Context: an optimization exercise on an open-source flow, tuned for a short achievable clock period and few clock cycles. The choices shown serve that exercise and are no tape-out recipe. Only simulation tests tie the RTL to the original design; equivalence was not proved. Power and IR drop assume default switching activity.

==> inputs of build 75 <==
==> flow/design.v (excerpt) <==
module sha1_hash_engine_unit (
    input  wire logic   clk,
    input  wire logic   rst_n,
    input  wire logic        msg_valid,
    output logic             msg_ready,
    input  wire logic        msg_kind,
    input  wire logic [7:0]  msg_data_byte,
    output logic             digest_valid,
    input  wire logic        digest_ready,
    output logic [31:0]      digest_word,
    output logic [2:0]       digest_word_index,
    output logic             digest_last_word
);
    localparam int NE = sha1_pkg::NumEng;
    logic [8:0] iq0, iq1;
    logic [1:0] iq_cnt, iq_cnt_next;
    logic       iq_push, iq_pop;
    assign iq_push     = msg_valid && msg_ready;
    assign iq_cnt_next = iq_cnt + {1'b0, iq_push} - {1'b0, iq_pop};
    always_ff @(posedge clk)
    begin
        if (iq_pop && iq_cnt == 2'd2)
            iq0 <= iq1;
        else if (iq_push && (iq_cnt == 2'd0 || (iq_pop && iq_cnt == 2'd1)))
            iq0 <= {msg_kind, msg_data_byte};
        if (iq_push && (iq_cnt == 2'd2 || (!iq_pop && iq_cnt == 2'd1)))
            iq1 <= {msg_kind, msg_data_byte};
    end
    always_ff @(posedge clk or negedge rst_n)
    begin
        if (!rst_n)
        begin
            iq_cnt    <= 2'd0;
            msg_ready <= 1'b0;
        end
        else
        begin
            iq_cnt    <= iq_cnt_next;
            msg_ready <= !iq_cnt_next[1];
        end
    end
    logic [7:0]  bbuf [0:63];
    logic [5:0]  fill;
    logic [54:0] blkcnt;
    logic [63:0] lenbits;
    logic        hp, hp_last, hp_len, hp_extra, mfirst;
    logic [6:0]  mlim;
    logic [1:0]  ein;
    logic [511:0] cblk;
    logic        copy_ok, take;
    logic [NE-1:0] e_full, e_push, e_dvalid, e_dtake;
    logic [159:0]  e_dig [0:NE-1];
    always_comb
    begin
        for (int i = 0; i < 64; i++)
            cblk[511-8*i -: 8] = (7'(i) < mlim) ? bbuf[i] : 8'h00;
        if (hp_len)
            cblk[63:0] = lenbits;
        copy_ok = hp && !e_full[ein];
        take    = (iq_cnt != 2'd0) && (!hp || (copy_ok && !hp_extra));
        iq_pop  = take;
        for (int k = 0; k < NE; k++)
            e_push[k] = copy_ok && (ein == 2'(k));
    end
    always_ff @(posedge clk)
    begin
        if (take)
        begin
            bbuf[fill] <= iq0[8] ? sha1_pkg::PadByte : iq0[7:0];
  ...
==> flow/config.mk <==
export PLATFORM = sky130hd
export DESIGN_NAME = sha1_hash_engine_unit
export DESIGN_NICKNAME = sha1_hash_engine_unit
export VERILOG_FILES = /design/flow/design.v
export SDC_FILE = /design/flow/constraint.sdc
export NUM_CORES = 4
export LEC_CHECK = 0
export ABC_CLOCK_PERIOD_IN_PS = 2500
export CAP_MARGIN = 20
export CELL_PAD_IN_SITES_DETAIL_PLACEMENT = 1
export CELL_PAD_IN_SITES_GLOBAL_PLACEMENT = 2
export CORE_MARGIN = 2
export CORE_UTILIZATION = 40
export SETUP_SLACK_MARGIN = 3.3
export SLEW_MARGIN = 20
==> flow/constraint.sdc <==
create_clock -name core_clock -period 6.0 [get_ports {clk}]
set_input_delay 1.2000 -clock core_clock [delete_from_list [all_inputs] [get_ports {clk}]]
set_output_delay 1.2000 -clock core_clock [all_outputs]
set_load 0.01 [all_outputs]
run.sh (not shown) runs the stock make flow with config.mk's settings and CLKGATE_MAP_FILE= SYNTH_SCRIPT=/design/flow/synth_recipe.tcl, a recipe that flattens the netlist after the stock synthesis.
==> build 32: changes against build 75 <==
--- a/flow/design.v
+++ b/flow/design.v
@@ -112,33 +112,29 @@
     logic [31:0] win [0:15];         
     logic [31:0] a, b, c, d, e;
     logic [31:0] ab;                 
     logic [31:0] y, z, kw, kc, fp, fr;
     logic [31:0] h0, h1, h2, h3, h4;
-    logic [31:0] t, mix, mix0, px, pw, np, nr;
+    logic [31:0] t, mix, mix0, px, pw, np, nr, zsrc;
     logic [31:0] ysum_pre, ysum_pre2, ysum_rnd, zsum, kwsum, kwload;
     logic [31:0] n0, n1, n2, n3, n4;
     logic        fold_ok, load;
     sha1_add2 u_t    (.x ({a[26:0], a[31:27]}), .y (z), .s (t));
-    sha1_add2gp u_z  (
-        .g0 ((a & fp & y) | (~a & fr & y)),
-        .p0 ((a & (fp ^ y)) | (~a & (fr ^ y))),
-        .s  (zsum)
-    );
+    sha1_add2 u_z    (.x (zsrc), .y (y), .s (zsum));
     sha1_add2 u_ypre (.x (e), .y (kw), .s (ysum_pre));
     sha1_add2 u_ypr2 (.x (d), .y (kw), .s (ysum_pre2));
     sha1_add2 u_yrnd (.x (c), .y (kw), .s (ysum_rnd));
     sha1_add2 u_kw   (.x (kc), .y (win[0]), .s (kwsum));
     sha1_add2 u_kwld (.x (sha1_pkg::K0), .y (q_blk[511:480]), .s (kwload));
     sha1_add2 u_n0 (.x (h0), .y (a), .s (n0));
-    logic [31:0] m1, m2, m3, m4;
-    sha1_add2 u_n1 (.x (h1), .y (a), .s (m1));
-    sha1_add2 u_n2 (.x (h2), .y ({b[1:0], b[31:2]}), .s (m2));
-    sha1_add2 u_n3 (.x (h3), .y (c), .s (m3));
-    sha1_add2 u_n4 (.x (h4), .y (d), .s (m4));
+    sha1_add2 u_n1 (.x (h1), .y (b), .s (n1));
+    sha1_add2 u_n2 (.x (h2), .y (c), .s (n2));
+    sha1_add2 u_n3 (.x (h3), .y (d), .s (n3));
+    sha1_add2 u_n4 (.x (h4), .y (e), .s (n4));
     always_comb
     begin
+        zsrc = (a & fp) | (~a & fr);
         if (s_pre1)
         begin
             px = c;
             pw = d;
         end
@@ -261,10 +257,14 @@
                 dig <= {n0, n1, n2, n3, n4};
         end
         if (load)
         begin
             cur_last <= q_last;
+            for (int i = 0; i < 15; i++)
+                win[i] <= q_blk[511-32*(i+1) -: 32];
+            win[15] <= {mix0[30:0], mix0[31]};
+            kw <= kwload;
             if (q_first)
             begin
                 h0 <= sha1_pkg::Iv0;
                 h1 <= sha1_pkg::Iv1;
                 h2 <= sha1_pkg::Iv2;
@@ -294,40 +294,27 @@
                 c <= h2;
                 d <= h3;
                 e <= h4;
             end
         end
-        if (load)
-        begin
-            for (int i = 0; i < 15; i++)
-                win[i] <= q_blk[511-32*(i+1) -: 32];
-            win[15] <= {mix0[30:0], mix0[31]};
-            kw <= kwload;
-        end
-        else
+        if (s_pre1 || s_pre2 || s_rnd)
         begin
+            kw <= kwsum;
+            fp <= np;
+            fr <= nr;
             for (int i = 0; i < 15; i++)
                 win[i] <= win[i+1];
             win[15] <= {mix[30:0], mix[31]};
-            kw <= kwsum;
-        end
-        fp <= np;
-        fr <= nr;
-        if (!s_fold)
-        begin
-            n1 <= m1;
-            n2 <= m2;
-            n3 <= m3;
-            n4 <= m4;
         end
         if (s_pre1)
             y <= ysum_pre;
-        else if (s_pre2)
+        if (s_pre2)
             y <= ysum_pre2;
-        else
+        if (s_rnd)
             y <= ysum_rnd;
-        z <= zsum;
+        if (s_pre2 || s_rnd)
+            z <= zsum;
         if (s_pre2)
             a <= ab;
         if (s_rnd)
         begin
             e <= d;
@@ -336,40 +323,10 @@
             b <= a;
             a <= t;
         end
     end
 endmodule
-module sha1_add2gp (
-    input  wire logic [31:0] g0,
-    input  wire logic [31:0] p0,
-    output logic [31:0]      s
-);
-    logic [31:0] g [0:5];
-    logic [31:0] p [0:5];
-    always_comb
-    begin
-        g[0] = g0;
-        p[0] = p0;
-        for (int l = 1; l <= 5; l++)
-        begin
-            for (int i = 0; i < 32; i++)
-            begin
-                if (i >= (1 << (l - 1)))
-                begin
-                    g[l][i] = g[l-1][i] | (p[l-1][i] & g[l-1][i - (1 << (l - 1))]);
-                    p[l][i] = p[l-1][i] & p[l-1][i - (1 << (l - 1))];
-                end
-                else
-                begin
-                    g[l][i] = g[l-1][i];
-                    p[l][i] = p[l-1][i];
-                end
-            end
-        end
-        s = p0 ^ {g[5][30:0], 1'b0};
-    end
-endmodule
 module sha1_add2 (
     input  wire logic [31:0] x,
     input  wire logic [31:0] y,
     output logic [31:0]      s
 );
==> build 61: changes against build 75 <==
--- a/flow/design.v
+++ b/flow/design.v
@@ -1,8 +1,8 @@
 `default_nettype none
 package sha1_pkg;
-    localparam int NumEng = 2;    
+    localparam int NumEng = 3;    
     localparam logic [31:0] Iv0 = 32'h67452301;
     localparam logic [31:0] Iv1 = 32'hefcdab89;
     localparam logic [31:0] Iv2 = 32'h98badcfe;
     localparam logic [31:0] Iv3 = 32'h10325476;
     localparam logic [31:0] Iv4 = 32'hc3d2e1f0;
@@ -112,20 +112,16 @@
     logic [31:0] win [0:15];         
     logic [31:0] a, b, c, d, e;
     logic [31:0] ab;                 
     logic [31:0] y, z, kw, kc, fp, fr;
     logic [31:0] h0, h1, h2, h3, h4;
-    logic [31:0] t, mix, mix0, px, pw, np, nr;
+    logic [31:0] t, mix, mix0, px, pw, np, nr, zsrc;
     logic [31:0] ysum_pre, ysum_pre2, ysum_rnd, zsum, kwsum, kwload;
     logic [31:0] n0, n1, n2, n3, n4;
     logic        fold_ok, load;
     sha1_add2 u_t    (.x ({a[26:0], a[31:27]}), .y (z), .s (t));
-    sha1_add2gp u_z  (
-        .g0 ((a & fp & y) | (~a & fr & y)),
-        .p0 ((a & (fp ^ y)) | (~a & (fr ^ y))),
-        .s  (zsum)
-    );
+    sha1_add2 u_z    (.x (zsrc), .y (y), .s (zsum));
     sha1_add2 u_ypre (.x (e), .y (kw), .s (ysum_pre));
     sha1_add2 u_ypr2 (.x (d), .y (kw), .s (ysum_pre2));
     sha1_add2 u_yrnd (.x (c), .y (kw), .s (ysum_rnd));
     sha1_add2 u_kw   (.x (kc), .y (win[0]), .s (kwsum));
     sha1_add2 u_kwld (.x (sha1_pkg::K0), .y (q_blk[511:480]), .s (kwload));
@@ -165,10 +161,11 @@
         else
         begin
             np = ~(px ^ pw);
             nr = px ^ pw;
         end
+        zsrc = (a & fp) | (~a & fr);
         mix  = win[13] ^ win[8] ^ win[2] ^ win[0];
         mix0 = q_blk[511-32*13 -: 32] ^ q_blk[511-32*8 -: 32] ^ q_blk[511-32*2 -: 32] ^ q_blk[511:480];
     end
     always_comb
     begin
==> run summary <==
Switching part of the total: build 75 0.400; build 61 0.408; build 32 0.412
Core Footprint: build 75 0.593 mm2; build 61 0.856 mm2; build 32 0.611 mm2
ClkCell Share: build 75 0.0711; build 61 0.0685; build 32 0.0604
Fin worst setup slack: build 75 2.25 ns; build 61 2.11 ns; build 32 2.45 ns
Multi-input gates: build 75 14600; build 61 21800; build 32 14800
Share of the final layout cell area in multi-input gates: build 75 0.321; build 61 0.330; build 32 0.319
Cell Pwr Density: build 75 618 mW/mm2; build 61 631 mW/mm2; build 32 642 mW/mm2
Number of clock sinks: build 75 5457; build 61 7830; build 32 5201
Number of warnings reported in the yosys synthesis log: build 75 12; build 61 9; build 32 9
Number of fillers in the final layout: build 75 62200; build 61 89100; build 32 62500
Number of rows in the core area: build 75 283; build 61 340; build 32 287
Outcome: build 75 timing/DRC/antenna clean; build 61 timing/DRC/antenna clean; build 32 timing/DRC/antenna clean
Clock network power: build 75 38.8 mW; build 61 55.2 mW; build 32 36.3 mW
Power share of the combinational group: build 75 0.428; build 61 0.454; build 32 0.507
Die Ht: build 75 776 um; build 61 931 um; build 32 787 um
Post-Route M1 WL: build 75 414000 um; build 61 644000 um; build 32 429000 um
Launching point of the worst reg2reg path: build 75 g_eng[0].u_core.c[0]$_DFFE_PP_; build 61 g_eng[2].u_core.a[0]$_DFFE_PP_; build 32 g_eng[1].u_core.a[0]$_DFFE_PP_
Testbench counts of build 75, summed over its fixed seeds: cycles 28,332.
Testbench counts of build 32, summed over its fixed seeds: cycles 28,332.
Testbench counts of build 61, summed over its fixed seeds: cycles 26,570.

afterwards: timing with drivers on the ports:
The flow's constraints put no driver on any port. The routed layouts listed below were extracted and timed again, unchanged, in two steps. Step 1: set_driving_cell puts a clkbuf_16 on clk and a buf_2 on each other input, an assumption about the parent block. Step 2, shift: input delay + t, output delay - t, t = (earliest + latest rising clock arrival at the registers) / 2. This alone moves slack from input paths to output paths. Slacks: ideal / step 1 / step 2; pairs: ideal / step 1.
| run | t, ns | slack for setup (ns) | worst hold slack (ns) | clock arrival spread, ns | slew at the worst register clock pin (ns) |
|---|---|---|---|---|---|
| build 75 | 1.238 | 2.251 / 2.251 / 2.251 | 0.378 / 0.378 / 0.378 | 0.094 / 0.094 | 0.07 / 0.07 |
| build 32 | 1.267 | 2.449 / 2.449 / 2.449 | 0.422 / 0.422 / 0.422 | 0.093 / 0.092 | 0.07 / 0.07 |
| build 61 | 1.354 | 2.114 / 2.114 / 2.114 | 0.367 / 0.239 / 0.367 | 0.135 / 0.135 | 0.07 / 0.07 |
After both steps every run listed still meets setup and hold.
